Context: an optimization exercise on an open-source flow, tuned for small area and a short achievable clock period. The choices shown serve that exercise and are no tape-out recipe. Only simulation tests tie the RTL to the original design; equivalence was not proved. Power and IR drop assume default switching activity.

===== flow/config.mk =====
export PLATFORM = sky130hd
export DESIGN_NAME = dac_engine
export DESIGN_NICKNAME = dac_engine
export VERILOG_FILES = /design/flow/design.v
export SDC_FILE = /design/flow/constraint.sdc
export NUM_CORES = 4
export LEC_CHECK = 0
export CAP_MARGIN = 20
export CORE_MARGIN = 2
export CORE_UTILIZATION = 60
export SETUP_SLACK_MARGIN = 2.6
export SLEW_MARGIN = 20
export SYNTH_HIERARCHICAL = 1
export SYNTH_MINIMUM_KEEP_SIZE = 0

===== flow/constraint.sdc =====
create_clock -name core_clock -period 5.0 [get_ports {adc_clk}]
set_input_delay 1.0000 -clock core_clock [delete_from_list [all_inputs] [get_ports {adc_clk}]]
set_output_delay 1.0000 -clock core_clock [all_outputs]
set_load 0.01 [all_outputs]

===== flow/design.v =====
`default_nettype none
package dac_engine_pkg;
    localparam int DATA_W     = 16;   
    localparam int LUT_ADDR_W = 8;    
    localparam int PERIOD_W   = 32;   
    localparam int REG_ADDR_W = 5;    
    localparam int SEL_W      = 2;
    localparam logic [REG_ADDR_W-1:0] REG_ID         = 5'h00;   
    localparam logic [REG_ADDR_W-1:0] REG_CTRL       = 5'h04;   
    localparam logic [REG_ADDR_W-1:0] REG_TRIG       = 5'h08;   
    localparam logic [REG_ADDR_W-1:0] REG_LUT        = 5'h0C;   
    localparam logic [REG_ADDR_W-1:0] REG_PULSE_LOW  = 5'h10;
    localparam logic [REG_ADDR_W-1:0] REG_PULSE_HIGH = 5'h14;
    localparam logic [REG_ADDR_W-1:0] REG_PULSE_VAL  = 5'h18;
    localparam logic [SEL_W-1:0] SEL_A_PULSE = 2'd0;
    localparam logic [SEL_W-1:0] SEL_A_LUT   = 2'd1;
    localparam logic [SEL_W-1:0] SEL_A_HIGH  = 2'd2;
    localparam logic [SEL_W-1:0] SEL_A_LOW   = 2'd3;
    localparam logic [SEL_W-1:0] SEL_B_LUT   = 2'd0;
    localparam logic [SEL_W-1:0] SEL_B_PULSE = 2'd1;
    localparam logic [SEL_W-1:0] SEL_B_LOW   = 2'd2;
    localparam logic [SEL_W-1:0] SEL_B_HIGH  = 2'd3;
    localparam logic [DATA_W-1:0] LEVEL_HIGH = 16'h4000;   
    localparam logic [DATA_W-1:0] LEVEL_LOW  = 16'hC000;   
    localparam logic [15:0] FPGA_TYPE = 16'hABCD;
    localparam logic [15:0] FPGA_REV  = 16'h1237;
endpackage
`default_nettype wire
`timescale 1ns/100ps
`default_nettype none
import dac_engine_pkg::*;
module dac_engine_regs (
    input  wire                                    adc_clk,
    input  wire                                    reset,
    input  wire  [dac_engine_pkg::REG_ADDR_W-1:0]  awaddr,
    input  wire                                    awvalid,
    output logic                                   awready,
    input  wire  [31:0]                            wdata,
    input  wire                                    wvalid,
    output logic                                   wready,
    output logic                                   bvalid,
    output logic [1:0]                             bresp,
    input  wire                                    bready,
    input  wire  [dac_engine_pkg::REG_ADDR_W-1:0]  araddr,
    input  wire                                    arvalid,
    output logic                                   arready,
    output logic [31:0]                            rdata,
    output logic                                   rvalid,
    output logic [1:0]                             rresp,
    input  wire                                    rready,
    output logic [dac_engine_pkg::SEL_W-1:0]       dac_a_select,
    output logic [dac_engine_pkg::SEL_W-1:0]       dac_b_select,
    output logic                                   lut_run_once,
    output logic                                   trig_pulse,
    output logic [dac_engine_pkg::DATA_W-1:0]      lut_wr_data,
    output logic [15:0]                            lut_wr_hi,   
    output logic [15:0]                            lut_wr_lo,   
    output logic [dac_engine_pkg::PERIOD_W-1:0]    pulse_low,
    output logic [dac_engine_pkg::PERIOD_W-1:0]    pulse_high,
    output logic [dac_engine_pkg::DATA_W-1:0]      pulse_val
);
    logic        wr_accept;   
    logic        rd_accept;   
    logic [31:0] lut_reg;     
    logic [31:0] rd_word;     
    logic aw_int, bv_int;   
    logic ar_int, rv_int;   
    assign wr_accept = aw_int;
    assign rd_accept = ar_int;
    assign wready = awready;   
    assign bresp = 2'b00;   
    assign rresp = 2'b00;
    assign lut_wr_data = lut_reg[DATA_W-1:0];
    always_ff @(posedge adc_clk or posedge reset) begin
        if (reset) begin
            awready <= 1'b0;
            bvalid  <= 1'b0;
            aw_int  <= 1'b0;
            bv_int  <= 1'b0;
        end else begin
            awready <= awvalid && wvalid && !awready && !bvalid;   
            aw_int  <= awvalid && wvalid && !aw_int && !bv_int;
            if (awready) begin
                bvalid <= 1'b1;
            end else if (bready) begin
                bvalid <= 1'b0;   
            end
            if (aw_int) begin
                bv_int <= 1'b1;
            end else if (bready) begin
                bv_int <= 1'b0;
            end
        end
    end
    always_ff @(posedge adc_clk or posedge reset) begin
        if (reset) begin
            dac_a_select <= '0;
            dac_b_select <= '0;
            lut_run_once <= 1'b0;
            trig_pulse   <= 1'b0;
            lut_reg      <= '0;
            pulse_low    <= '0;
            pulse_high   <= '0;
            pulse_val    <= '0;
        end else begin
            trig_pulse <= 1'b0;   
            if (wr_accept) begin
                case (awaddr)
                    REG_CTRL: begin
                        dac_a_select <= wdata[0 +: SEL_W];
                        dac_b_select <= wdata[4 +: SEL_W];
                        lut_run_once <= wdata[8];
                    end
                    REG_TRIG: trig_pulse <= wdata[0];   
                    REG_LUT:        lut_reg    <= wdata;   
                    REG_PULSE_LOW:  pulse_low  <= wdata;
                    REG_PULSE_HIGH: pulse_high <= wdata;
                    REG_PULSE_VAL:  pulse_val  <= wdata[DATA_W-1:0];
                    default: ;   
                endcase
            end
        end
    end
    always_ff @(posedge adc_clk or posedge reset) begin
        if (reset) begin
            lut_wr_hi <= '0;
        end else begin
            for (int j = 0; j < 16; j++) begin
                lut_wr_hi[j] <= wr_accept && (awaddr == REG_LUT) && (wdata[23:20] == 4'(j));
            end
        end
    end
    always_ff @(posedge adc_clk) begin
        for (int k = 0; k < 16; k++) begin
            lut_wr_lo[k] <= (wdata[19:16] == 4'(k));
        end
    end
    always_comb begin
        case (araddr)
            REG_ID:         rd_word = {FPGA_REV, FPGA_TYPE};
            REG_CTRL:       rd_word = {23'b0, lut_run_once, 2'b0, dac_b_select,
                                       2'b0, dac_a_select};
            REG_LUT:        rd_word = lut_reg;
            REG_PULSE_LOW:  rd_word = pulse_low;
            REG_PULSE_HIGH: rd_word = pulse_high;
            REG_PULSE_VAL:  rd_word = {16'b0, pulse_val};
            default:        rd_word = 32'b0;   
        endcase
    end
    always_ff @(posedge adc_clk or posedge reset) begin
        if (reset) begin
            arready <= 1'b0;
            rvalid  <= 1'b0;
            ar_int  <= 1'b0;
            rv_int  <= 1'b0;
        end else begin
            arready <= arvalid && !arready && !rvalid;
            ar_int  <= arvalid && !ar_int && !rv_int;
            if (arready) begin
                rvalid <= 1'b1;
            end else if (rready) begin
                rvalid <= 1'b0;
            end
            if (ar_int) begin
                rv_int <= 1'b1;
            end else if (rready) begin
                rv_int <= 1'b0;
            end
        end
    end
    always_ff @(posedge adc_clk) begin
        if (rd_accept) begin
            rdata <= rd_word;
        end
    end
endmodule
`default_nettype wire
`timescale 1ns/100ps
`default_nettype none
import dac_engine_pkg::*;
module lut_word (
    input  wire                                adc_clk,
    input  wire                                we,     
    input  wire                                hold,   
    input  wire  [dac_engine_pkg::DATA_W-1:0]  d,
    output logic [dac_engine_pkg::DATA_W-1:0]  q
);
    always_ff @(posedge adc_clk) begin
        q <= ({DATA_W{we}} & d) | ({DATA_W{hold}} & q);
    end
endmodule
module lut_rd3 (
    input  wire        s0, s1, s2,   
    input  wire        b0, b1, b2,   
    output logic       y_n           
);
    assign y_n = !((s0 && b0) || (s1 && b1) || (s2 && b2));
endmodule
module lut_row (
    input  wire                                adc_clk,
    input  wire                                wr_row,   
    input  wire  [15:0]                        wr_lo,    
    input  wire  [dac_engine_pkg::DATA_W-1:0]  wr_data,
    input  wire                                rd_row,   
    input  wire  [15:0]                        rd_lo,    
    output logic [dac_engine_pkg::DATA_W-1:0]  rd_data   
);
    logic [DATA_W-1:0] q [16];
    for (genvar k = 0; k < 16; k++) begin : g_w
        logic we;
        assign we = wr_row && wr_lo[k];
        lut_word u_word (
            .adc_clk (adc_clk),
            .we      (we),
            .hold    (!we),
            .d       (wr_data),
            .q       (q[k])
        );
    end
    logic [15:0] rd_sel;
    assign rd_sel = rd_lo & {16{rd_row}};
    for (genvar b = 0; b < DATA_W; b++) begin : g_rd
        logic [5:0] miss;   
        for (genvar i = 0; i < 5; i++) begin : g_rd3
            lut_rd3 u_rd3 (
                .s0  (rd_sel[3*i]),  .s1 (rd_sel[3*i+1]),  .s2 (rd_sel[3*i+2]),
                .b0  (q[3*i][b]),    .b1 (q[3*i+1][b]),    .b2 (q[3*i+2][b]),
                .y_n (miss[i])
            );
        end
        assign miss[5] = !(rd_sel[15] && q[15][b]);
        assign rd_data[b] = !(&miss);
    end
endmodule
module lut_player (
    input  wire                                    adc_clk,
    input  wire                                    reset,
    input  wire                                    lut_run_once,
    input  wire                                    trig_pulse,
    input  wire  [15:0]                            lut_wr_hi,   
    input  wire  [15:0]                            lut_wr_lo,   
    input  wire  [dac_engine_pkg::DATA_W-1:0]      lut_wr_data,
    output logic [4*dac_engine_pkg::DATA_W-1:0]    lut_part
);
    logic [15:0] rd_lo, rd_hi;
    logic        addr_last;   
    logic        addr_en;
    assign addr_last = rd_lo[15] && rd_hi[15];
    assign addr_en = !addr_last || !lut_run_once || trig_pulse;
    always_ff @(posedge adc_clk or posedge reset) begin
        if (reset) begin
            rd_lo <= 16'h0001;
            rd_hi <= 16'h0001;
        end else if (addr_en) begin
            rd_lo <= {rd_lo[14:0], rd_lo[15]};
            if (rd_lo[15]) begin
                rd_hi <= {rd_hi[14:0], rd_hi[15]};   
            end
        end
    end
    logic [DATA_W-1:0] row_data [16];
    for (genvar j = 0; j < 16; j++) begin : g_row
        lut_row u_row (
            .adc_clk (adc_clk),
            .wr_row  (lut_wr_hi[j]),
            .wr_lo   (lut_wr_lo),
            .wr_data (lut_wr_data),
            .rd_row  (rd_hi[j]),
            .rd_lo   (rd_lo),
            .rd_data (row_data[j])
        );
    end
    always_ff @(posedge adc_clk) begin
        for (int g = 0; g < 4; g++) begin
            lut_part[g*DATA_W +: DATA_W] <= row_data[4*g] | row_data[4*g+1]
                                          | row_data[4*g+2] | row_data[4*g+3];
        end
    end
endmodule
`default_nettype wire
`timescale 1ns/100ps
`default_nettype none
import dac_engine_pkg::*;
module pulse_gen (
    input  wire                                  adc_clk,
    input  wire                                  reset,
    input  wire                                  trig_pulse,
    input  wire  [dac_engine_pkg::PERIOD_W-1:0]  pulse_low,    
    input  wire  [dac_engine_pkg::PERIOD_W-1:0]  pulse_high,   
    input  wire  [dac_engine_pkg::DATA_W-1:0]    pulse_val,
    output logic [dac_engine_pkg::DATA_W-1:0]    pulse_sample
);
    logic                in_low;      
    logic                in_high;     
    logic [PERIOD_W-1:0] phase_cnt;   
    logic                cnt_one;     
    logic low_zero, high_zero, low_one, high_one;
    assign low_zero  = (pulse_low == '0);
    assign high_zero = (pulse_high == '0);
    assign low_one   = (pulse_low == PERIOD_W'(1));
    assign high_one  = (pulse_high == PERIOD_W'(1));
    always_ff @(posedge adc_clk or posedge reset) begin
        if (reset) begin
            in_low    <= 1'b0;
            in_high   <= 1'b0;
            phase_cnt <= '0;
            cnt_one   <= 1'b0;
        end else if (trig_pulse) begin
            in_low    <= !low_zero;
            in_high   <= low_zero && !high_zero;
            phase_cnt <= !low_zero ? pulse_low : pulse_high;
            cnt_one   <= !low_zero ? low_one : high_one;
        end else if (in_low || in_high) begin
            if (cnt_one) begin
                in_low    <= 1'b0;
                in_high   <= in_low && !high_zero;   
                phase_cnt <= in_low ? pulse_high : '0;
                cnt_one   <= in_low && high_one;
            end else begin
                phase_cnt <= phase_cnt - PERIOD_W'(1);
                cnt_one   <= (phase_cnt == PERIOD_W'(2));
            end
        end
    end
    assign pulse_sample = in_high ? pulse_val : '0;
endmodule
`default_nettype wire
`timescale 1ns/100ps
`default_nettype none
import dac_engine_pkg::*;
module dac_output_mux (
    input  wire                                adc_clk,
    input  wire                                reset,
    input  wire  [dac_engine_pkg::SEL_W-1:0]   dac_a_select,
    input  wire  [dac_engine_pkg::SEL_W-1:0]   dac_b_select,
    input  wire  [4*dac_engine_pkg::DATA_W-1:0] lut_part,   
    input  wire  [dac_engine_pkg::DATA_W-1:0]  pulse_sample,
    output logic [dac_engine_pkg::DATA_W-1:0]  dac_a,   
    output logic [dac_engine_pkg::DATA_W-1:0]  dac_b
);
    logic [DATA_W-1:0] a_signed;   
    logic [DATA_W-1:0] b_signed;
    logic [DATA_W-1:0] lut_sample;
    assign lut_sample = lut_part[0 +: DATA_W] | lut_part[DATA_W +: DATA_W]
                      | lut_part[2*DATA_W +: DATA_W] | lut_part[3*DATA_W +: DATA_W];
    always_ff @(posedge adc_clk or posedge reset) begin
        if (reset) begin
            a_signed <= '0;
            b_signed <= '0;
        end else begin
            case (dac_a_select)
                SEL_A_PULSE: a_signed <= pulse_sample;
                SEL_A_LUT:   a_signed <= lut_sample;
                SEL_A_HIGH:  a_signed <= LEVEL_HIGH;
                default:     a_signed <= LEVEL_LOW;    
            endcase
            case (dac_b_select)
                SEL_B_LUT:   b_signed <= lut_sample;
                SEL_B_PULSE: b_signed <= pulse_sample;
                SEL_B_LOW:   b_signed <= LEVEL_LOW;
                default:     b_signed <= LEVEL_HIGH;   
            endcase
        end
    end
    always_ff @(posedge adc_clk or posedge reset) begin
        if (reset) begin
            dac_a <= {1'b1, {(DATA_W-1){1'b0}}};
            dac_b <= {1'b1, {(DATA_W-1){1'b0}}};
        end else begin
            dac_a <= {~a_signed[DATA_W-1], a_signed[DATA_W-2:0]};
            dac_b <= {~b_signed[DATA_W-1], b_signed[DATA_W-2:0]};
        end
    end
endmodule
`default_nettype wire
`timescale 1ns/100ps
`default_nettype none
import dac_engine_pkg::*;
module dac_engine (
    input  wire                                    adc_clk,
    input  wire                                    reset,
    input  wire  [dac_engine_pkg::REG_ADDR_W-1:0]  awaddr,
    input  wire                                    awvalid,
    output logic                                   awready,
    input  wire  [31:0]                            wdata,
    input  wire                                    wvalid,
    output logic                                   wready,
    output logic                                   bvalid,
    output logic [1:0]                             bresp,
    input  wire                                    bready,
    input  wire  [dac_engine_pkg::REG_ADDR_W-1:0]  araddr,
    input  wire                                    arvalid,
    output logic                                   arready,
    output logic [31:0]                            rdata,
    output logic                                   rvalid,
    output logic [1:0]                             rresp,
    input  wire                                    rready,
    output logic [dac_engine_pkg::DATA_W-1:0]      dac_a,
    output logic [dac_engine_pkg::DATA_W-1:0]      dac_b
);
    logic [SEL_W-1:0]      dac_a_select;
    logic [SEL_W-1:0]      dac_b_select;
    logic                  lut_run_once;
    logic                  trig_pulse;    
    logic [DATA_W-1:0]     lut_wr_data;
    logic [15:0]           lut_wr_hi;
    logic [15:0]           lut_wr_lo;
    logic [PERIOD_W-1:0]   pulse_low;
    logic [PERIOD_W-1:0]   pulse_high;
    logic [DATA_W-1:0]     pulse_val;
    logic [4*DATA_W-1:0]   lut_part;
    logic [DATA_W-1:0]     pulse_sample;
    dac_engine_regs i_regs (
        .*
    );
    lut_player i_lut_player (
        .*
    );
    pulse_gen i_pulse_gen (
        .*
    );
    dac_output_mux i_dac_output_mux (
        .*
    );
endmodule
`default_nettype wire

===== flow/flow/run.sh =====
#!/bin/bash
# The standard layout (standard.sh, ORFS) with two changes:
#  - clock tree synthesis without dummy loads and with larger sink clusters
#  - plain buf_4 cells as the port buffers instead of the default delay cells
# The make output goes to standard.log; ORFS writes each step's log under orfs/logs/.
set -euo pipefail
export CTS_ARGS="-sink_clustering_enable -repair_clock_nets -dont_use_dummy_load -sink_clustering_size 25 -sink_clustering_max_diameter 80"
export BUFFER_PORTS_ARGS="-buffer_cell sky130_fd_sc_hd__buf_4"
bash standard.sh > standard.log 2>&1

===== flow/standard.sh =====
#!/bin/bash
# synth_recipe.tcl (not shown) runs the flow's synth.tcl, then flattens the netlist and writes it again
# the make line also repeats each setting of config.mk as NAME=value (left out here)
make -C /OpenROAD-flow-scripts/flow DESIGN_CONFIG=/design/flow/config.mk WORK_HOME=/design/flow/orfs CLKGATE_MAP_FILE= SYNTH_SCRIPT=/design/flow/synth_recipe.tcl "${@:-finish}"

==> summary.txt, run 1 <==
- The share of cells above drive strength 1 is 13.9%.
- The footprint of the flip-flops and latches is 91600 µm².
- The detailed router placed 130k vias in this run.
- Synthesis produced 13.4k cells.
- The post-route clock period utilization is 62.3%.
- The reported leakage power is 64.7 nW.
- The first detailed-routing pass ran for 14 iterations.
- The most frequently used cell type in the post-synthesis netlist is dfxtp_1.
- By area the synthesized netlist is led by dfxtp_1, a22o_1, a222oi_1.
- The root buffer selected by CTS is clkbuf_16.
- The maximum fanout count along the critical path is 8.
- Setup repair after global routing could not meet its margin everywhere.
- The final global-route overflow total is 0.
- In the synthesized netlist the async set-or-reset flop fraction comes to 6.09%.
- Of the synthesized area, sequential elements account for 54.4%.
- Based on the critical path, the design can be clocked at up to 321 MHz.
- The count of boundary I/O pins is 122.
- The summed negative setup slack over all endpoints is 0 ns.
- Counting along the longest clock path gives a buffer depth of 4.
- The effective utilization at floorplan is 60.2%.
- In this run, synthesis produced a sequential element count of 4481.
- The flow ran to the end and the layout has no timing, DRC or antenna violations.
- The clock net in this run drives a total of 4481 sinks.
- The number of antenna violations at the first check in global routing came to 57.
- The delay of the slowest cell on the worst path is 0.75 ns.
- The number of levels in the clock H-tree is 4.
- The TritonCTS clock tree is yes.
- The insertion delay of the later-clocked pin in the worst-skew pair is 0.96 ns.
- The synthesized area per cell is 12.5 µm².
- The final worst slack is 1.88 ns.
- The area of the mapped netlist is 168000 µm².
- The count of port buffers added during placement is 117.
- The final setup skew is 0.0581 ns.
- Dividing the detail-routed wire length by the instance count gives 36.2 µm.
- From synthesis to final layout, the design area changed by 3.02%.
- After synthesis, the most frequently instantiated cells are dfxtp_1, a22o_1, a222oi_1, buf_6, nand2_1.
- The multi-input combinational cells in the finished layout cover a total of 63700 µm².
- The aggregate global-route resource usage is 40.5%.
- The routed wire length is 608 mm.
- The count of distinct cell types in the synthesized netlist is 81.
- The number of warnings issued by yosys is 14.
- The antenna violation net count after detailed routing is 0.
- The worst pin sits at a relative slew slack of 15.9%.
- The kind of capture point of the worst setup path is a flip-flop.
- VDD sags by at most 0.311 mV.
- The wire-length estimate of the detail-placed layout is 372 mm.
- The number of global-route vias before repair was 121k.
- The floorplan step set the die height to 533 µm.
- In this run the register-to-register setup slack is 1.88 ns.
- The kind of start point of the critical path is a flip-flop.
- The leading area contributor after synthesis is dfxtp_1.
- The slew at the pin with the worst max-slew slack is 1.26 ns.
- The number of cells traversed by the worst register-to-register path is 8.
- The category of the critical setup timing path is reg2reg.
- The worst reg2reg path endpoint is i_lut_player.lut_part[50]$_DFF_P_.
- The area of the core region is 279000 µm².
- The max-slew violation total from the final report came to 0.
- Entering global routing, the biggest net connects 137 pins.
- The count of final hold-check violations is 0.
- The clock transition time at the flip-flop clock pins of the worst setup and hold paths is 0.10 ns.
- After the last flow step, the layout net total stands at 13.1k.
- The number of vias per cell after detailed routing is 7.74.
- The first routing iteration left 23.8k violations.
- The final setup violation count is 0.
- The cell with the largest stage delay on the worst path is a222oi_1.
- The critical path goes through buf_6, buf_12, and2_4, buf_12, a222oi_1, and3_1, nand4_1, or4_1.
- The number of fillers in the final layout is 21.7k.
- At the worst endpoint, the required time is 5.85 ns.
- The arrival time reported for the critical path endpoint is 3.96 ns.
- The DRC violation count after routing is 0.
- The standard-cell row count is 194.
- At the end of routability-driven placement, the weighted congestion stood at 0.972.
- The number of buffers added to fix hold violations after cts is 0.
- The count of maximum capacitance violations is 0.
- The share of the synthesized area in the top cell type is 49.8%.
- The most numerous cell type found on the critical path is buf_12.
- Subtracting the final worst setup slack from the clock period gives 3.12 ns.
- Clock tree synthesis inserted a total of 207 buffers.
- The flip-flop count of the largest register, all copies and words added is 4096.
- In this run, synthesis inferred 32 flip-flops with an integrated enable.
- Counting flops per register, the top entry is i_lut_player.g_row.u_row.g_w.u_word.q.
- The floorplan step defined a die boundary enclosing 284000 µm².
- The startpoint of the most critical register-to-register path is i_lut_player.rd_lo[0]$_DFFE_PP1P_.
- At the placement stage, the worst setup path has a slack of 1.36 ns.
- The first-pass GRT wire length is 873 mm.
- The min-delay analysis places its worst path in the category in2async.
- Among all flip-flop cells after synthesis, the most frequent one is dfxtp_1.
- Dividing total power by cell area gives a power density of 340 nW/µm².
- The floorplan step set the die width to 533 µm.
- In the final layout, the registers with the most flip-flops are i_lut_player.g_row.u_row.g_w.u_word.q: 4096 flops, i_lut_player.lut_part: 64 flops.
==> per-module statistics from Yosys, one instance, submodules excluded, excerpt <==
module / times used / area, µm² / flops+latches
dac_engine_regs: 1 / 7840 / 190
lut_player: 1 / 3040 / 96
pulse_gen: 1 / 2810 / 35
dac_output_mux: 1 / 2230 / 64
lut_row: 16 / 618 / 0
lut_word: 256 / 505 / 16
lut_rd3: 1280 / 10.0 / 0
==> worst max path at each step <==
stage                                                  start                                 to  slack, ns  depth (start not counted)
after floorplan                                        reset            i_regs.ar_int$_DFF_PP0_       2.22                          1
after global placement     i_lut_player.rd_hi[2]$_DFFE_PP0P_  i_lut_player.lut_part[13]$_DFF_P_       1.34                          6
after detailed placement   i_lut_player.rd_hi[2]$_DFFE_PP0P_  i_lut_player.lut_part[13]$_DFF_P_       1.36                          6
after CTS                 i_lut_player.rd_lo[11]$_DFFE_PP0P_  i_lut_player.lut_part[59]$_DFF_P_       1.99                          7
after global routing       i_lut_player.rd_lo[9]$_DFFE_PP0P_  i_lut_player.lut_part[59]$_DFF_P_       1.96                          7
final                      i_lut_player.rd_lo[0]$_DFFE_PP1P_  i_lut_player.lut_part[50]$_DFF_P_       1.88                          8
==> kinds of logic (layout without fill, tap and decap cells) <==
logic type | after synthesis | after routing | synth area share [%]
AO/OA/AOI/OAI | 5563 | 5563 | 29.8
XOR/XNOR | 12 | 12 | 0.0626
adder cells (fa/ha/maj) | 2 | 2 | 0.0149
buffers and inverters | 1502 | 1099 | 8.51
flip-flops | 4481 | 4481 | 54.4
multiplexers | 150 | 152 | 1.02
other | 1 | 31 | 0.00223
AND/OR/NAND/NOR | 1718 | 1739 | 6.19
==> repair_timing <==
action | 4_1_cts | 5_1_grt
cloned | 15 | 9
pin swaps | 400 | 235
gates resized for setup | 731 | 212
buffers inserted | 232 | 67
endpoints found under the setup margin | 3295 | 1066
==> stage by stage <==
| stage | utilization (%) | cell area (µm²) | total power, mW | hold WS, ns | std cells |
|---|---|---|---|---|---|
| after floorplan | - | 168000 | 38.7 | 0.331 | 13400 |
| after global placement | 58.2 | 162000 | 40.5 | 0.333 | 16200 |
| after detailed placement | 58.2 | 162000 | 40.5 | 0.336 | 16200 |
| after CTS | 61.6 | 172000 | 58.7 | 0.124 | 16700 |
| after global routing | 62.0 | 173000 | 60.2 | 0.159 | 16800 |
| final | 62.1 | 173000 | 58.8 | 0.134 | 16800 |
==> critical path, delay by kind of cell (launching register included) <==
| family | cells | cell delay (ns) |
|---|---|---|
| compound gates | 1 | 0.75 |
| buf+inv | 3 | 0.41 |
| simple gates | 4 | 1.30 |
| flops | 1 | 0.52 |
==> power breakdown <==
group	switching (mW)	internal [mW]	leakage [nW]
Clock	11.3	7.41	2.55
Combinational	2.61	0.814	24.7
Sequential	0.629	36.1	37.5
Total	14.5	44.3	64.7
==> cell type report <==
type                            instances  area share [%]
Antenna cell                           27          0.0390
Clock buffer                          207            2.99
Inverter                              270           0.873
Multi-Input combinational cell       7472            36.8
Sequential cell                      4481            52.9
Tap cell                             3724            2.69
Timing Repair Buffer                  622            3.66
==> layer usage <==
| metal | GRT usage, % | part of all wire [%] |
|---|---|---|
| met5 | 0 | 0.028 |
| met4 | 21.9 | 6.5 |
| met3 | 8.79 | 12 |
| met2 | 59.0 | 42 |
| met1 | 56.2 | 39 |
==> placed cells by master (no fill, tap or decap), types with 14 or more instances in the layout <==
cell type / count
a221o_1: 23
buf_4: 403
dfrtp_4: 35
and3_4: 35
a222oi_1: 1285
a22o_1: 4099
inv_1: 134
and2_2: 66
buf_12: 92
buf_6: 111
or4_1: 61
diode_2: 27
a31oi_1: 14
dfxtp_1: 4160
nand2_2: 121
mux2_2: 140
a21oi_1: 42
edfxtp_1: 32
dfrtp_2: 27
clkbuf_16: 207
nor3_1: 26
dfxtp_4: 15
and2_4: 162
a211oi_1: 18
nand4_1: 275
nor2_1: 74
nand2_1: 177
and2_1: 57
nand3_2: 163
nor4_1: 25
and3_1: 229
nor2b_1: 22
nand3_1: 156
dfrtp_1: 207
o21ai_0: 24
clkinvlp_4: 132
==> inputs of run 2 (changes only) <==
==> flow/run.sh (new file) <==
#!/bin/bash
# synth_recipe.tcl (not shown) runs the flow's synth.tcl, then flattens the netlist and writes it again
# the make line also repeats each setting of config.mk as NAME=value (left out here)
make -C /OpenROAD-flow-scripts/flow DESIGN_CONFIG=/design/flow/config.mk WORK_HOME=/design/flow/orfs CLKGATE_MAP_FILE= SYNTH_SCRIPT=/design/flow/synth_recipe.tcl finish
--- a/flow/config.mk
+++ b/flow/config.mk
@@ -10,2 +10,4 @@
 export CORE_UTILIZATION = 60
+export CTS_CLUSTER_DIAMETER = 80
+export CTS_CLUSTER_SIZE = 25
 export SETUP_SLACK_MARGIN = 2.6
removed: flow/flow/run.sh
removed: flow/standard.sh
==> summary.txt, run 2 <==
- The flow ran to the end and the layout has no timing, DRC or antenna violations.
- The largest net degree at the start of global routing came to 140 (+2.2%).
- The layer carrying the most global-route usage is met2.
- The number of levels in the clock H-tree was 4 (unchanged).
- The met2 track utilization from global routing is 58.2% (-0.80 points).
- The area of the mapped netlist is 168000 µm² (unchanged).
- The count of distinct cell types in the synthesized netlist came to 81 (unchanged).
- The per-cell routed wire length is 35.5 µm (-1.8%).
- The number of vias per cell after detailed routing came to 7.73 (-0.13%).
- The switching power total came to 14.8 mW (+1.6%).
- The met3 demand-to-capacity share in global routing was 9.69% (+0.90 points).
- The initial detailed-routing violation count is 23.7k (-0.63%).
- The count of maximum capacitance violations is 0 (unchanged).
- The sequential cell area fraction in the yosys report was 54.4% (unchanged).
- The switching power as a share of total power was 24.7% (-0.044 points).
- The arrival time reported for the critical path endpoint is 3.89 ns (-0.07 ns).
- The required time at the endpoint of the critical path is 5.82 ns (-0.03 ns).
- Among the stages of the critical path, the cell type that occurs most often is buf_12.
- The number of buffers added by the clock tree synthesis step is 207 (unchanged).
- Among all cell types in the netlist, the one instantiated most often is dfxtp_1.
- The aggregate global-route resource usage is 39.8% (-0.70 points).
- The standard-cell row count is 194 (unchanged).
- The effective utilization at floorplan was 60.2% (unchanged).
- The final hold slack is 0.335 ns (+0.201 ns).
- The final estimated routing congestion in global placement was 0.966 (-0.64%).
- The maximum VDD drop was 0.400 mV (+29%).
- By startpoint and endpoint, the worst setup path is classified as reg2reg.
- The share of power burned in registers is 61.3% (-1.1 points).
- The insertion delay of the later-clocked pin in the worst-skew pair is 0.96 ns (about the same).
- The headroom to the max-slew limit is 10.8% (-5.1 points).
- The area overhead of the layout relative to synthesis is 2.96% (about the same).
- The kind of capture point of the worst setup path is a flip-flop.
- The first-pass GRT wire length is 862 mm (-1.3%).
- The largest registers in the layout are i_lut_player.g_row.u_row.g_w.u_word.q: 4096 flops, i_lut_player.lut_part: 64 flops.
- The worst hold-check path type is reg2reg.
- The final global-route overflow total is 0 (unchanged).
- The kind of start point of the critical path is a flip-flop.
- The number of warnings issued by yosys is 14 (unchanged).
- The routed wire length was 596 mm (-1.9%).
- The signal on the critical path passes through buf_12, and2_4, buf_12, buf_4, a222oi_1, and3_1, nand4_1, or4_1.
- After synthesis, the cell types taking the most area are dfxtp_1, a22o_1, a222oi_1.
- TritonCTS built the clock tree.
- The max-slew violation total from the final report was 0 (unchanged).
- The gate count after technology mapping is 13.4k (unchanged).
- The count of boundary I/O pins is 122 (unchanged).
- The clock transition time at the flip-flop clock pins of the worst setup and hold paths came to 0.11 ns (about the same).
- The post-detailed-placement half-perimeter wirelength is 363 mm (-2.4%).
- The maximum fanout count along the critical path is 7 (-1).
- The antenna violation net count after detailed routing is 0 (unchanged).
- The post-route clock period utilization is 61.3% (-1.0 points).
- The met1 usage was 55.3% (-0.91 points).
- The highest attainable clock frequency came to 326 MHz (+1.7%).
- Leaving out fill and tap cells, the most frequent cells in the layout are dfxtp_1, a22o_1, a222oi_1, nand4_1, buf_4.
- The routed via count is 130k (-0.28%).
- The count of final hold-check violations is 0 (unchanged).
- Setup repair after global routing could not meet its margin everywhere.
- The delay of the slowest cell on the worst path is 0.69 ns (-0.06 ns).
- The area of the core region is 279000 µm² (unchanged).
- Ranked by instance count, the synthesized netlist is headed by dfxtp_1, a22o_1, a222oi_1, buf_6, nand2_1.
- The most used flip-flop cell after synthesis is dfxtp_1.
- The reported leakage power is 64.3 nW (-0.70%).
- The total die area is 284000 µm² (unchanged).
- The register bank with the most flops is i_lut_player.g_row.u_row.g_w.u_word.q.
- The flip-flop count of the largest register, all copies and words added is 4096 (unchanged).
- The share of the synthesized area in the top cell type is 49.8% (unchanged).
- The clock network power share is 33.1% (+1.3 points).
- The ratio of total power to cell area came to 346 nW/µm² (+1.8%).
- The synthesized area per cell came to 12.5 µm² (unchanged).
- The slew at the pin with the worst max-slew slack is 1.34 ns (+0.0759 ns).
- Leaving out fill and tap cells, the most frequent cell in the layout is dfxtp_1.
- The final critical delay including setup and external delays is 3.06 ns (-0.0507 ns).
- The overall die height came to 533 µm (unchanged).
- The number of nets in the finished design came to 13.0k (-0.83%).
- The internal power of the cells is 45.1 mW (+1.8%).
- The count of port buffers added during placement is 117 (unchanged).
- The share of flip-flops with an asynchronous set or reset after synthesis is 6.09% (unchanged).
- The die span in x is 533 µm (unchanged).
- The maximum number of buffers from clock root to sink is 4 (unchanged).
- The number of antenna violations at the first check in global routing is 56 (-1.8%).
- The final setup skew came to 0.0369 ns (-0.0212 ns).
- The cell with the largest stage delay on the worst path is a222oi_1.
- The summed negative setup slack over all endpoints is 0 ns (unchanged).
- The first-pass detailed-route iteration total is 12 (-2).
- The share of cells above drive strength 1 is 13.2% (-0.76 points).
- The number of buffers added to fix hold violations after cts is 0 (unchanged).
- CTS placed an instance of clkbuf_16 at the clock tree root.
- The CTS sink count came to 4481 (unchanged).
- The number of global-route vias before repair is 120k (-0.77%).
- The leading area contributor after synthesis is dfxtp_1.
- The DRC violation count after routing is 0 (unchanged).
- The power share of the combinational group is 5.6% (-0.2 points).
- The synthesized flop and latch total is 4481 (unchanged).
- The final setup violation count is 0 (unchanged).
- The number of enable flip-flop cells after synthesis is 32 (unchanged).
## run 2: cell count changes in the layout (fill, tap and decap cells not counted), moves of 8 or more
cell             delta
and2_1             +23
and2_2             +10
and2_4             -35
and3_1             -13
and3_4              +8
buf_2              +27
buf_4             -146
buf_6              -26
clkbuf_1           +38
clkdlybuf4s50_1    +48
clkinvlp_4         +15
diode_2             +8
inv_1              -12
nand2_2             +8
## run 2: power by group through the flow
stage	Combinational [mW]	Sequential, mW	Clock (mW)
floorplan	1.53	37.1	0
global placement	2.96	37.5	0
CTS	3.14	36.7	19.9
global route	3.43	36.7	21.1
finish	3.37	36.7	19.8
detailed placement	3.02	37.5	0
## run 2: worst paths after layout
kind / cells after the start / start / slack [ns] / end
setup / recovery: 8 / i_lut_player.rd_lo[9]$_DFFE_PP0P_ / 1.94 / i_lut_player.lut_part[61]$_DFF_P_
hold / removal: 0 / i_dac_output_mux.b_signed[12]$_DFF_PP0_ / 0.34 / i_dac_output_mux.dac_b[12]$_DFF_PP0_
setup reg to reg: 8 / i_lut_player.rd_lo[9]$_DFFE_PP0P_ / 1.94 / i_lut_player.lut_part[61]$_DFF_P_
hold reg to reg: 0 / i_dac_output_mux.b_signed[12]$_DFF_PP0_ / 0.34 / i_dac_output_mux.dac_b[12]$_DFF_PP0_
max in group asynchronous: 3 / reset / 2.96 / i_regs.lut_reg[9]$_DFFE_PP0P_
min in group asynchronous: 2 / reset / 0.97 / i_dac_output_mux.b_signed[15]$_DFF_PP0_
## run 2: repair_timing
action | 4_1_cts | 5_1_grt
pin swaps | 402 | 188
buffers inserted | 157 | 40
setup endpoints to repair | 3348 | 1546
cloned | 18 | 4
gates resized for setup | 993 | 210
## run 2: kinds of logic after synthesis
kind of cell | after synthesis | share of synthesized area, %
compound gates | 5563 | 29.8
xor+xnor | 12 | 0.0626
fa+ha+maj | 2 | 0.0149
buf+inv | 1502 | 8.51
flops | 4481 | 54.4
mux | 150 | 1.02
other cells | 1 | 0.00223
simple gates | 1718 | 6.19
## run 2: layout make-up
type	instances	area (µm²)
sequential	4481	91600
antenna	35	87.6
inverter	270	1550
clock buffer	257	5560
timing repair buffer	516	5440
clock inverter	27	364
multi-input combinational	7469	63700
tap	3724	4660
fill	21800	106000
## run 2: modules after synthesis, one instance, submodules excluded, excerpt
| module | flops+latches | cells |
|---|---|---|
| dac_engine_regs | 190 | 582 |
| dac_output_mux | 64 | 159 |
| lut_player | 96 | 203 |
| lut_rd3 | 0 | 1 |
| lut_row | 0 | 102 |
| lut_word | 16 | 36 |
| pulse_gen | 35 | 357 |
## run 2: layer usage
layer  up-vias  routed length (µm)
met1     65500              234000
met5         -                 220
met2      9060              256000
met3      1388               73600
li1      53700                   -
met4        30               32500
## run 2: stage by stage
stage	total power [mW]	std cells	utilization, %	worst slack [ns]	instance area [µm²]
finish	59.9	16800	62.0	1.94	173000
CTS	59.7	16700	61.6	2.03	172000
detailed placement	40.5	16200	58.3	1.33	163000
global route	61.3	16800	62.0	1.97	173000
floorplan	38.7	13400	-	2.22	168000
global placement	40.4	16200	58.3	1.30	163000
## run 2: critical path: cells and delay by family (launching register included)
kind                   cells  cell delay [ns]
AND/OR/NAND/NOR            4             1.26
AO/OA/AOI/OAI              1             0.69
flip-flops                 1             0.52
buffers and inverters      3             0.44
==> inputs of run 3 (changes only) <==
--- a/flow/design.v
+++ b/flow/design.v
@@ -57,5 +57,11 @@
     output logic [15:0]                            lut_wr_lo,   
+    output logic [15:0]                            lut_wr_hn,   
+    output logic [15:0]                            lut_wr_ln,   
     output logic [dac_engine_pkg::PERIOD_W-1:0]    pulse_low,
     output logic [dac_engine_pkg::PERIOD_W-1:0]    pulse_high,
-    output logic [dac_engine_pkg::DATA_W-1:0]      pulse_val
+    output logic [dac_engine_pkg::DATA_W-1:0]      pulse_val,
+    output logic                                   low_zero,
+    output logic                                   low_one,
+    output logic                                   high_zero,
+    output logic                                   high_one
 );
@@ -104,2 +110,6 @@
             pulse_val    <= '0;
+            low_zero     <= 1'b1;
+            low_one      <= 1'b0;
+            high_zero    <= 1'b1;
+            high_one     <= 1'b0;
         end else begin
@@ -115,4 +125,12 @@
                     REG_LUT:        lut_reg    <= wdata;   
-                    REG_PULSE_LOW:  pulse_low  <= wdata;
-                    REG_PULSE_HIGH: pulse_high <= wdata;
+                    REG_PULSE_LOW: begin
+                        pulse_low <= wdata;
+                        low_zero  <= (wdata == 32'd0);
+                        low_one   <= (wdata == 32'd1);
+                    end
+                    REG_PULSE_HIGH: begin
+                        pulse_high <= wdata;
+                        high_zero  <= (wdata == 32'd0);
+                        high_one   <= (wdata == 32'd1);
+                    end
                     REG_PULSE_VAL:  pulse_val  <= wdata[DATA_W-1:0];
@@ -126,2 +144,3 @@
             lut_wr_hi <= '0;
+            lut_wr_hn <= '1;
         end else begin
@@ -129,2 +148,3 @@
                 lut_wr_hi[j] <= wr_accept && (awaddr == REG_LUT) && (wdata[23:20] == 4'(j));
+                lut_wr_hn[j] <= !(wr_accept && (awaddr == REG_LUT) && (wdata[23:20] == 4'(j)));
             end
@@ -135,2 +155,3 @@
             lut_wr_lo[k] <= (wdata[19:16] == 4'(k));
+            lut_wr_ln[k] <= (wdata[19:16] != 4'(k));
         end
@@ -191,9 +212,2 @@
 endmodule
-module lut_rd3 (
-    input  wire        s0, s1, s2,   
-    input  wire        b0, b1, b2,   
-    output logic       y_n           
-);
-    assign y_n = !((s0 && b0) || (s1 && b1) || (s2 && b2));
-endmodule
 module lut_row (
@@ -202,2 +216,4 @@
     input  wire  [15:0]                        wr_lo,    
+    input  wire                                wr_row_n,   
+    input  wire  [15:0]                        wr_lo_n,    
     input  wire  [dac_engine_pkg::DATA_W-1:0]  wr_data,
@@ -205,3 +221,3 @@
     input  wire  [15:0]                        rd_lo,    
-    output logic [dac_engine_pkg::DATA_W-1:0]  rd_data   
+    output logic [2*dac_engine_pkg::DATA_W-1:0] rd_data   
 );
@@ -209,4 +225,5 @@
     for (genvar k = 0; k < 16; k++) begin : g_w
-        logic we;
-        assign we = wr_row && wr_lo[k];
+        logic we, hold;
+        assign we   = wr_row && wr_lo[k];
+        assign hold = wr_row_n || wr_lo_n[k];   
         lut_word u_word (
@@ -214,3 +231,3 @@
             .we      (we),
-            .hold    (!we),
+            .hold    (hold),
             .d       (wr_data),
@@ -222,12 +239,8 @@
     for (genvar b = 0; b < DATA_W; b++) begin : g_rd
-        logic [5:0] miss;   
-        for (genvar i = 0; i < 5; i++) begin : g_rd3
-            lut_rd3 u_rd3 (
-                .s0  (rd_sel[3*i]),  .s1 (rd_sel[3*i+1]),  .s2 (rd_sel[3*i+2]),
-                .b0  (q[3*i][b]),    .b1 (q[3*i+1][b]),    .b2 (q[3*i+2][b]),
-                .y_n (miss[i])
-            );
+        logic [15:0] hit;
+        for (genvar k = 0; k < 16; k++) begin : g_hit
+            assign hit[k] = rd_sel[k] && q[k][b];
         end
-        assign miss[5] = !(rd_sel[15] && q[15][b]);
-        assign rd_data[b] = !(&miss);
+        assign rd_data[b]          = |hit[7:0];
+        assign rd_data[DATA_W + b] = |hit[15:8];
     end
@@ -241,2 +254,4 @@
     input  wire  [15:0]                            lut_wr_lo,   
+    input  wire  [15:0]                            lut_wr_hn,   
+    input  wire  [15:0]                            lut_wr_ln,   
     input  wire  [dac_engine_pkg::DATA_W-1:0]      lut_wr_data,
@@ -247,3 +262,2 @@
     logic        addr_en;
-    assign addr_last = rd_lo[15] && rd_hi[15];
     assign addr_en = !addr_last || !lut_run_once || trig_pulse;
@@ -251,5 +265,7 @@
         if (reset) begin
-            rd_lo <= 16'h0001;
-            rd_hi <= 16'h0001;
+            rd_lo     <= 16'h0001;
+            rd_hi     <= 16'h0001;
+            addr_last <= 1'b0;
         end else if (addr_en) begin
+            addr_last <= rd_lo[14] && rd_hi[15];   
             rd_lo <= {rd_lo[14:0], rd_lo[15]};
@@ -260,3 +276,3 @@
     end
-    logic [DATA_W-1:0] row_data [16];
+    logic [2*DATA_W-1:0] row_data [16];
     for (genvar j = 0; j < 16; j++) begin : g_row
@@ -266,2 +282,4 @@
             .wr_lo   (lut_wr_lo),
+            .wr_row_n(lut_wr_hn[j]),
+            .wr_lo_n (lut_wr_ln),
             .wr_data (lut_wr_data),
@@ -274,4 +292,7 @@
         for (int g = 0; g < 4; g++) begin
-            lut_part[g*DATA_W +: DATA_W] <= row_data[4*g] | row_data[4*g+1]
-                                          | row_data[4*g+2] | row_data[4*g+3];
+            lut_part[g*DATA_W +: DATA_W] <=
+                row_data[4*g][0 +: DATA_W]   | row_data[4*g][DATA_W +: DATA_W]
+              | row_data[4*g+1][0 +: DATA_W] | row_data[4*g+1][DATA_W +: DATA_W]
+              | row_data[4*g+2][0 +: DATA_W] | row_data[4*g+2][DATA_W +: DATA_W]
+              | row_data[4*g+3][0 +: DATA_W] | row_data[4*g+3][DATA_W +: DATA_W];
         end
@@ -290,2 +311,6 @@
     input  wire  [dac_engine_pkg::DATA_W-1:0]    pulse_val,
+    input  wire                                  low_zero,     
+    input  wire                                  low_one,      
+    input  wire                                  high_zero,    
+    input  wire                                  high_one,     
     output logic [dac_engine_pkg::DATA_W-1:0]    pulse_sample
@@ -296,7 +321,2 @@
     logic                cnt_one;     
-    logic low_zero, high_zero, low_one, high_one;
-    assign low_zero  = (pulse_low == '0);
-    assign high_zero = (pulse_high == '0);
-    assign low_one   = (pulse_low == PERIOD_W'(1));
-    assign high_one  = (pulse_high == PERIOD_W'(1));
     always_ff @(posedge adc_clk or posedge reset) begin
@@ -407,2 +427,4 @@
     logic [15:0]           lut_wr_lo;
+    logic [15:0]           lut_wr_hn;
+    logic [15:0]           lut_wr_ln;
     logic [PERIOD_W-1:0]   pulse_low;
@@ -410,2 +432,3 @@
     logic [DATA_W-1:0]     pulse_val;
+    logic                  low_zero, low_one, high_zero, high_one;
     logic [4*DATA_W-1:0]   lut_part;
==> flow/flow/run.sh (new file) <==
#!/bin/bash
# The standard layout (standard.sh, ORFS) with two changes:
#  - clock tree synthesis without dummy loads and with larger sink clusters
#  - plain buf_4 cells as the port buffers instead of the default delay cells
# The make output goes to standard.log; ORFS writes each step's log under orfs/logs/.
set -euo pipefail
export CTS_ARGS="-sink_clustering_enable -repair_clock_nets -dont_use_dummy_load -sink_clustering_size 25 -sink_clustering_max_diameter 80"
export BUFFER_PORTS_ARGS="-buffer_cell sky130_fd_sc_hd__buf_4"
bash standard.sh > standard.log 2>&1
==> flow/standard.sh (new file) <==
#!/bin/bash
# synth_recipe.tcl (not shown) runs the flow's synth.tcl, then flattens the netlist and writes it again
# the make line also repeats each setting of config.mk as NAME=value (left out here)
make -C /OpenROAD-flow-scripts/flow DESIGN_CONFIG=/design/flow/config.mk WORK_HOME=/design/flow/orfs CLKGATE_MAP_FILE= SYNTH_SCRIPT=/design/flow/synth_recipe.tcl "${@:-finish}"
--- a/flow/config.mk
+++ b/flow/config.mk
@@ -10,4 +10,2 @@
 export CORE_UTILIZATION = 60
-export CTS_CLUSTER_DIAMETER = 80
-export CTS_CLUSTER_SIZE = 25
 export SETUP_SLACK_MARGIN = 2.6
removed: flow/run.sh
==> summary.txt, run 3 <==
- The routed via count is 137k (+5.4%).
- The worst setup path is launched from a flip-flop.
- The worst setup path is of the reg2out kind.
- The final global-route overflow total was 0 (unchanged).
- The run finished with no timing, DRC or antenna violations.
- The synthesized area per cell is 12.2 µm² (-2.6%).
- The number of levels in the clock H-tree came to 4 (unchanged).
- The area of the core region was 294000 µm² (+5.3%).
- The overall die height was 547 µm (+2.7%).
- The number of cells traversed by the worst register-to-register path is 3 (-5).
- The aggregate global-route resource usage came to 42.7% (+2.9 points).
- Of all cell types, the one taking the most synthesized area is dfxtp_1.
- The required time at the endpoint of the critical path is 4.00 ns (-1.82 ns).
- The primary flip-flop cell chosen by synthesis mapping is dfxtp_1.
- The startpoint of the most critical setup path is i_regs.rdata[9]$_DFFE_PP_.
- The standard-cell row count is 199 (+2.6%).
- The summed negative setup slack over all endpoints is 0 ns (unchanged).
- The count of final hold-check violations is 0 (unchanged).
- The startpoint of the most critical register-to-register path is i_regs.lut_wr_lo[12]$_DFF_P_.
- The maximum number of buffers from clock root to sink is 4 (unchanged).
- The die span in x is 547 µm (+2.7%).
- The insertion delay of the later-clocked pin in the worst-skew pair is 0.98 ns (+0.02 ns).
- The sum of buffers and inverters on the critical path came to 1 (-2).
- The register bank with the most flops is i_lut_player.g_row.u_row.g_w.u_word.q.
- The routed wire length is 678 mm (+14%).
- The number of antenna violations at the first check in global routing is 60 (+7.1%).
- The post-detailed-placement half-perimeter wirelength is 399 mm (+10%).
- Walking the worst path, the cells encountered are buf_6.
- The most frequently used cell type in the post-synthesis netlist is dfxtp_1.
- The largest net degree at the start of global routing is 137 (-2.1%).
- The ratio of total power to cell area was 329 nW/µm² (-5.0%).
- The number of global-route vias before repair came to 126k (+4.9%).
- The initial detailed-routing violation count is 21.2k (-10%).
- The total power of the final layout is 58.9 mW (-1.6%).
- The count of port buffers added during placement is 117 (unchanged).
- The effective utilization at floorplan came to 60.3% (+0.073 points).
- Sorting the synthesized cells by how often they occur yields dfxtp_1, a22o_1, a22oi_1, buf_6, a41oi_1.
- The gate count after technology mapping is 14.5k (+8.3%).
- The area of the mapped netlist is 177000 µm² (+5.5%).
- The maximum VDD drop came to 0.270 mV (-33%).
- The clock transition time at the flip-flop clock pins of the worst setup and hold paths came to 0.10 ns (about the same).
- The per-cell routed wire length came to 38.4 µm (+8.0%).
- The register-to-register setup slack is 2.45 ns (+0.51 ns).
- The final estimated routing congestion in global placement is 0.946 (-2.0%).
- Leaving out fill and tap cells, the most frequent cells in the layout are dfxtp_1, a22o_1, a22oi_1, nand2_1, a41oi_1.
- The post-route clock period utilization is 54.5% (-6.8 points).
- The antenna violation net count after detailed routing was 0 (unchanged).
- Relative to the synthesized area, the layout overhead comes to 1.07%.
- The share of flip-flops with an asynchronous set or reset after synthesis came to 6.51% (+0.41 points).
- The cell with the largest stage delay on the worst path is edfxtp_1.
- The final instance count without filler cells is 17.7k (+5.3%).
- The headroom to the max-slew limit is 11.1% (+0.29 points).
- The first-pass GRT wire length is 951 mm (+10%).
- The worst setup path is captured at an output pin.
- The share of the synthesized area in the top cell type came to 47.4% (-2.4 points).
- The number of vias per cell after detailed routing was 7.75 (+0.16%).
- The endpoint identified for the worst register-to-register timing path is i_lut_player.g_row[8].u_row.g_w[12].u_word.q[12]$_DFF_P_.
- Yosys attributes the largest share of cell area to dfxtp_1, a22o_1, buf_6.
- The root buffer selected by CTS is clkbuf_16.
- The utilization after layout is 61.0% (-1.1 points).
- The count of distinct cell types in the synthesized netlist is 81 (unchanged).
- The final hold slack is 0.0721 ns (-0.263 ns).
- The number of enable flip-flop cells after synthesis is 32 (unchanged).
- The count of maximum capacitance violations is 0 (unchanged).
- The cell count after placement is 17.1k (+5.4%).
- The maximum fanout count along the critical path is 1 (-6).
- The delay of the slowest cell on the worst path was 0.59 ns (-0.10 ns).
- The total die area is 300000 µm² (+5.4%).
- The final setup skew is 0.0639 ns (+0.0270 ns).
- The max-slew violation total from the final report is 0 (unchanged).
- The synthesized flop and latch total is 4518 (+0.83%).
- The flip-flop count of the largest register, all copies and words added is 4096 (unchanged).
- The end point of the critical path is rdata[9].
- The most common cell after layout, fill and taps aside is dfxtp_1.
- The sequential cell area fraction in the yosys report is 52.1% (-2.3 points).
- The CTS sink count is 4518 (+0.83%).
- The highest attainable clock frequency is 367 MHz (+12%).
- The reported leakage power is 61.8 nW (-3.8%).
- The final critical delay including setup and external delays is 2.73 ns (-0.338 ns).
- The largest registers in the layout are i_lut_player.g_row.u_row.g_w.u_word.q: 4096 flops, i_lut_player.lut_part: 64 flops.
- The share of cells above drive strength 1 is 12.9% (-0.27 points).
- The arrival time reported for the critical path endpoint is 1.73 ns (-2.16 ns).
- The path class of the tightest hold or removal check is in2async.
- The slew at the pin with the worst max-slew slack is 1.33 ns (-0.00430 ns).
- The count of boundary I/O pins is 122 (unchanged).
- The number of cells on the critical path is 1 (-7).
- The DRC violation count after routing is 0 (unchanged).
- Setup repair after global routing could not meet its margin everywhere.
- The TritonCTS clock tree is yes.
- The number of nets in the finished design came to 13.6k (+4.6%).
- The number of warnings issued by yosys is 14 (unchanged).
- The category of cells accounting for the largest share of critical-path delay is flip-flops.
- The number of buffers added by the clock tree synthesis step is 207 (unchanged).
- The final setup violation count is 0 (unchanged).
- The first-pass detailed-route iteration total is 7 (-5).
[run 3: cell count changes after synthesis, sizes merged, moves of 77 or more]
cell	change
a41oi	+513
inv	-206
mux2	-77
nor4	+124
buf	+418
a222oi	-1265
or2	+255
nand4	-264
and3	-271
a22oi	+2075
nand3	-286
[run 3: per-stage QoR]
stage	cell area [µm²]	setup slack, ns
finish	179000	2.27
global route	179000	2.27
CTS	177000	2.24
detailed placement	168000	1.49
global placement	168000	1.04
floorplan	177000	1.96
[run 3: what timing repair did]
| action | 4_1_cts | 5_1_grt |
|---|---|---|
| pin swaps | 64 | 70 |
| gates resized for setup | 417 | 214 |
| setup endpoints to repair | 183 | 171 |
| hold buffers | 0 | 0 |
| gates cloned | 6 | 14 |
| setup buffers | 92 | 23 |
[run 3: cell families (layout without fill, tap and decap cells)]
logic type / count (synthesis) / after routing / share of synthesized area, %
AOI/OAI and AO/OA: 6883 / 6883 / 32.9
xor gates and xnor gates: 1 / 1 / 0.00494
adders and majority gates: 2 / 2 / 0.0141
buffers and inverters: 1788 / 791 / 10.5
DFF: 4518 / 4518 / 52.1
muxes: 82 / 82 / 0.611
other: 1 / 204 / 0.00212
and+or+nand+nor: 1264 / 1264 / 3.95
[run 3: per-module statistics from Yosys, one instance, submodules excluded, a selection]
module           cells inside  flops+latches  copies in the design
dac_output_mux            159             64                     1
dac_engine_regs           766            226                     1
pulse_gen                 332             35                     1
lut_word                   36             16                   256
lut_row                   230              0                    16
lut_player                386             97                     1
[run 3: cell type report]
class	instances	area, µm²
flip-flops and latches	4518	92400
diodes	200	500
inverters	64	267
well taps	3919	4900
multi-input cells	8236	69600
fillers	23400	115000
clock buffers	207	5180
repair buffers	520	6210
[run 3: where the power goes]
part	switching, mW	internal, mW	total (mW)
logic	2.24	0.600	2.84
clock network	11.6	7.41	19.0
registers	0.741	36.3	37.1
total	14.6	44.4	58.9
[run 3: metal layers]
metal	share of wire [%]	GRT usage, %
met4	6.9	25.0
met1	38	57.2
met3	13	13.2
met5	0.051	0
met2	41	60.6
[run 3: worst min path at each step]
stage / from / end / slack [ns] / cells after the start
after floorplan: i_dac_output_mux.a_signed[0]$_DFF_PP0_ / i_dac_output_mux.dac_a[0]$_DFF_PP0_ / 0.33 / 0
after global placement: i_dac_output_mux.b_signed[5]$_DFF_PP0_ / i_dac_output_mux.dac_b[5]$_DFF_PP0_ / 0.33 / 0
after detailed placement: i_dac_output_mux.b_signed[5]$_DFF_PP0_ / i_dac_output_mux.dac_b[5]$_DFF_PP0_ / 0.33 / 0
after CTS: reset / i_dac_output_mux.dac_a[3]$_DFF_PP0_ / 0.05 / 2
after global routing: reset / i_dac_output_mux.dac_a[3]$_DFF_PP0_ / 0.09 / 2
final: reset / i_dac_output_mux.dac_b[14]$_DFF_PP0_ / 0.07 / 2
==> inputs of run 4 (changes only) <==
==> flow/run.sh (new file) <==
#!/bin/bash
# synth_recipe.tcl (not shown) runs the flow's synth.tcl, then flattens the netlist and writes it again
# the make line also repeats each setting of config.mk as NAME=value (left out here)
make -C /OpenROAD-flow-scripts/flow DESIGN_CONFIG=/design/flow/config.mk WORK_HOME=/design/flow/orfs CLKGATE_MAP_FILE= SYNTH_SCRIPT=/design/flow/synth_recipe.tcl finish
--- a/flow/config.mk
+++ b/flow/config.mk
@@ -9,4 +9,6 @@
 export CORE_MARGIN = 2
-export CORE_UTILIZATION = 60
-export SETUP_SLACK_MARGIN = 2.6
+export CORE_UTILIZATION = 70
+export CTS_CLUSTER_DIAMETER = 80
+export CTS_CLUSTER_SIZE = 25
+export SETUP_SLACK_MARGIN = 2.5
 export SLEW_MARGIN = 20
removed: flow/flow/run.sh
removed: flow/standard.sh
==> summary.txt, run 4 <==
- In the layout the commonest cells are dfxtp_1, a22o_1, a22oi_1, a41oi_1, nand2_1.
- The flow ran to the end, but the layout failed its checks.
- The routed wire length is 637 mm (-6.0%).
- The switching power as a share of total power came to 24.4% (-0.34 points).
- The post-detailed-placement half-perimeter wirelength is 375 mm (-6.0%).
- The count of maximum capacitance violations came to 0 (unchanged).
- The number of nets in the finished design was 13.5k (-0.51%).
- The effective utilization at floorplan is 70.4% (+10 points).
- The routed via count is 139k (+1.9%).
- The internal power of the cells is 44.8 mW (+1.1%).
- The number of warnings issued by yosys is 14 (unchanged).
- The final instance count without filler cells came to 17.1k (-3.2%).
- The sequential cell area fraction in the yosys report is 52.1% (unchanged).
- The flip-flop count of the largest register, all copies and words added is 4096 (unchanged).
- The per-cell routed wire length is 37.3 µm (-3.0%).
- The overall die height came to 507 µm (-7.4%).
- The switching power total was 14.5 mW (-0.72%).
- Setup repair after global routing could not meet its margin everywhere.
- The arrival time reported for the critical path endpoint is 3.48 ns (+1.75 ns).
- The die span in x is 507 µm (-7.4%).
- The most frequently used cell type in the post-synthesis netlist is dfxtp_1.
- The largest net degree at the start of global routing is 153 (+12%).
- The power share of the combinational group was 4.7% (about the same).
- The initial detailed-routing violation count is 24.8k (+17%).
- The number of fillers in the final layout is 18.1k (-23%).
- From synthesis to final layout, the design area changed by -0.395%.
- The final global-route overflow total came to 0 (unchanged).
- By count the netlist is led by dfxtp_1, a22o_1, a22oi_1, buf_6, a41oi_1.
- The share of power burned in registers came to 62.5% (-0.4 points).
- The final setup skew is 0.0354 ns (-0.0286 ns).
- The number of vias per cell after detailed routing is 8.15 (+5.2%).
- The maximum fanout count along the critical path came to 21 (+20).
- The clock transition time at the flip-flop clock pins of the worst setup and hold paths is 0.11 ns (about the same).
- The final estimated routing congestion in global placement was 0.971 (+2.6%).
- The area of the core region was 252000 µm² (-14%).
- The synthesized area per cell came to 12.2 µm² (unchanged).
- The leading area contributor after synthesis is dfxtp_1.
- The number of global-route vias before repair is 128k (+1.3%).
- The insertion delay of the later-clocked pin in the worst-skew pair is 0.92 ns (-0.06 ns).
- The share of cells above drive strength 1 is 11.2% (-1.7 points).
- The first-pass detailed-route iteration total is 7 (unchanged).
- The share of flip-flops with an asynchronous set or reset after synthesis came to 6.51% (unchanged).
- The violated checks flagged are antenna rules.
- The DRC violation count after routing is 0 (unchanged).
- The path class of the tightest hold or removal check is reg2reg.
- The largest registers in the layout are i_lut_player.g_row.u_row.g_w.u_word.q: 4096 flops, i_lut_player.lut_part: 64 flops.
- The total cell area at the placement stage is 167000 µm² (-0.32%).
- The number of buffers added by the clock tree synthesis step was 201 (-2.9%).
- The maximum VDD drop is 0.419 mV (+56%).
- The post-route clock period utilization was 54.0% (-0.51 points).
- The area of the mapped netlist is 177000 µm² (unchanged).
- For this run, the leading register cell type out of synthesis is dfxtp_1.
- The register-to-register setup slack came to 2.30 ns (-0.15 ns).
- The first-pass GRT wire length is 911 mm (-4.3%).
- The final critical delay including setup and external delays was 2.70 ns (-0.0256 ns).
- The ratio of total power to cell area is 336 nW/µm² (+2.1%).
- The max-slew violation total from the final report is 0 (unchanged).
- The count of port buffers added during placement is 117 (unchanged).
- The antenna violation net count after detailed routing came to 1 (+1).
- The most common cell after layout, fill and taps aside is dfxtp_1.
- The number of buffers added to fix hold violations after cts was 0 (unchanged).
- The number of antenna violations at the first check in global routing is 65 (+8.3%).
- The critical path is of the reg2reg type.
- The synthesized flop and latch total is 4518 (unchanged).
- STA classifies the critical path startpoint as a flip-flop.
- The number of enable flip-flop cells after synthesis came to 32 (unchanged).
- The tree is rooted in a clkbuf_16.
- TritonCTS built the clock tree.
- The clock network power share is 32.8% (+0.6 points).
- The cell count after placement was 16.5k (-3.5%).
- Sorting the synthesized cells by area gives the leading types as dfxtp_1, a22o_1, buf_6.
- The headroom to the max-slew limit is 12.9% (+1.8 points).
- The aggregate global-route resource usage came to 47.2% (+4.4 points).
- The maximum number of buffers from clock root to sink came to 3 (-1).
- The count of distinct cell types in the synthesized netlist is 81 (unchanged).
- The number of levels in the clock H-tree is 4 (unchanged).
- The area occupied by multi-input gates was 68400 µm² (-1.7%).
- The reported leakage power is 61.3 nW (-0.77%).
- The summed negative setup slack over all endpoints came to 0 ns (unchanged).
- The total die area is 257000 µm² (-14%).
- The share of the synthesized area in the top cell type is 47.4% (unchanged).
- The standard-cell row count came to 184 (-7.5%).
- The footprint of the flip-flops and latches is 92400 µm² (unchanged).
- The worst setup path is captured at a flip-flop.
- The highest attainable clock frequency came to 370 MHz (+0.95%).
- The gate count after technology mapping was 14.5k (unchanged).
- The required time at the endpoint of the critical path came to 5.78 ns (+1.78 ns).
- The final setup violation count is 0 (unchanged).
- The register bank with the most flops is i_lut_player.g_row.u_row.g_w.u_word.q.
- The slew at the pin with the worst max-slew slack is 1.31 ns (-0.0267 ns).
- The final instance area is 177000 µm² (-1.4%).
- The count of final hold-check violations is 0 (unchanged).
- The CTS sink count was 4518 (unchanged).
- The count of boundary I/O pins is 122 (unchanged).
## run 4: cell types whose count changed in the layout (fill, tap and decap cells not counted), moves of 9 or more
cell / previous run / this run
diode_2: 200 / 222
a22oi_1: 1794 / 1870
clkbuf_1: 0 / 32
buf_2: 0 / 57
buf_6: 96 / 29
buf_4: 284 / 213
nor4_4: 53 / 44
clkdlybuf4s50_1: 0 / 48
a22oi_2: 286 / 210
a41oi_1: 344 / 415
a41oi_4: 23 / 8
a41oi_2: 146 / 90
## run 4: layout make-up
class | count | share of cell area [%]
antenna | 222 | 0.315
timing repair buffer | 455 | 2.78
inverter | 64 | 0.153
timing repair inverter | 1 | 0.00284
sequential | 4518 | 52.4
clock inverter | 18 | 0.164
clock buffer | 245 | 3.07
multi-input combinational | 8236 | 38.8
tap | 3348 | 2.37
## run 4: logic make-up after synthesis
family	synth area share [%]
DFF	52.1
other	0.00212
muxes	0.611
AOI/OAI and AO/OA	32.9
buffers and inverters	10.5
adders and majority gates	0.0141
xor gates and xnor gates	0.00494
and+or+nand+nor	3.95
## run 4: final timing paths
kind | start | endpoint | cells past startpoint
setup / recovery | i_lut_player.rd_lo[1]$_DFFE_PP0N_ | i_lut_player.lut_part[56]$_DFF_P_ | 7
hold / removal | i_dac_output_mux.b_signed[0]$_DFF_PP0_ | i_dac_output_mux.dac_b[0]$_DFF_PP0_ | 0
setup reg to reg | i_lut_player.rd_lo[1]$_DFFE_PP0N_ | i_lut_player.lut_part[56]$_DFF_P_ | 7
hold reg to reg | i_dac_output_mux.b_signed[0]$_DFF_PP0_ | i_dac_output_mux.dac_b[0]$_DFF_PP0_ | 0
max in group asynchronous | reset | i_regs.trig_pulse$_DFF_PP0_ | 3
min in group asynchronous | reset | i_pulse_gen.phase_cnt[0]$_DFFE_PP0P_ | 3
## run 4: per-stage QoR
| step | hold slack, ns | util, % | total power, mW | setup WS (ns) |
|---|---|---|---|---|
| after global placement | 0.333 | 66.3 | 40.4 | 1.30 |
| after detailed placement | 0.335 | 66.4 | 40.4 | 1.52 |
| after CTS | 0.356 | 69.4 | 58.9 | 2.32 |
| after global routing | 0.364 | 70.0 | 60.5 | 2.33 |
| final | 0.352 | 70.1 | 59.3 | 2.30 |
| after floorplan | 0.331 | - | 38.7 | 1.96 |
## run 4: Yosys stat by module, one instance, submodules excluded, a selection
module,cell area [µm²],flip-flops and latches,cells inside,copies in the design
dac_engine_regs,8810,226,766,1
dac_output_mux,2230,64,159,1
lut_player,3920,97,386,1
lut_row,1880,0,230,16
lut_word,505,16,36,256
pulse_gen,2710,35,332,1
## run 4: repair_timing
action	4_1_cts	5_1_grt
gates cloned	1	3
pin swaps	21	46
buffers inserted	74	22
endpoints found under the hold margin	0	0
resized for setup	463	145
endpoints found under the setup margin	148	132
## run 4: power groups by stage
stage	combinational, mW	clock (mW)	sequential [mW]
detailed placement	2.62	0	37.8
finish	2.79	19.5	37.0
global route	2.81	20.6	37.0
floorplan	1.36	0	37.4
global placement	2.56	0	37.8
CTS	2.61	19.3	37.0
## run 4: worst max-delay path, cell delays in order (launching register included)
cell and delay, ns:
dfrtp_4 0.64, buf_12 0.19, buf_4 0.15, buf_4 0.24
a22oi_1 0.23, a41oi_1 0.28, nor4_2 0.72, nand2_1 0.11
## run 4: metal layers
metal | part of all wire, % | GRT usage, % | vias to the layer above | routed length, µm
met1 | 37 | 63.3 | 69400 | 234000
met5 | 0.057 | 0.130 | - | 366
met4 | 7.3 | 29.9 | 28 | 46800
li1 | - | - | 55400 | -
met2 | 41 | 65.5 | 12300 | 263000
met3 | 15 | 15.3 | 2358 | 93800

==> separate check: timing with driven ports <==
In the flow no input, the clock included, has a driving cell. The finished layouts below were timed again as built, in two steps.
Step 1 (the two cells are an assumption about what drives the block):
set clk [get_ports {adc_clk}]
set_driving_cell -lib_cell sky130_fd_sc_hd__clkbuf_16 $clk
set_driving_cell -lib_cell sky130_fd_sc_hd__buf_2 [delete_from_list [all_inputs] $clk]
Step 2 adds t to the input delays and takes it off the output delays; t is the mean of the earliest and latest rising clock arrival at the registers after step 1. Input paths then give back, and output paths get back, about the clock's delay inside the block.
a / b / c = no drivers / after step 1 / after step 2; a / b = the first two.
run	t, ns	slack for setup (ns)	hold WS [ns]	worst setup path after step 2	worst slew at a driven data input, ns
run 1	1.052	1.885 / 1.885 / 1.760	0.134 / 0.040 / 0.354	input to register	0.13
run 2	1.061	1.936 / 1.936 / 1.767	0.335 / 0.335 / 0.335	input to register	0.13
run 3	1.049	2.273 / 2.163 / 2.047	0.072 / -0.018 / 0.350	input to register	0.08
run 4	1.003	2.299 / 2.231 / 1.658	0.352 / 0.352 / 0.352	input to register	0.09
For run 4, which loses most, drivers alone change the setup slack by -0.068 ns; drivers and shift together by -0.641 ns.
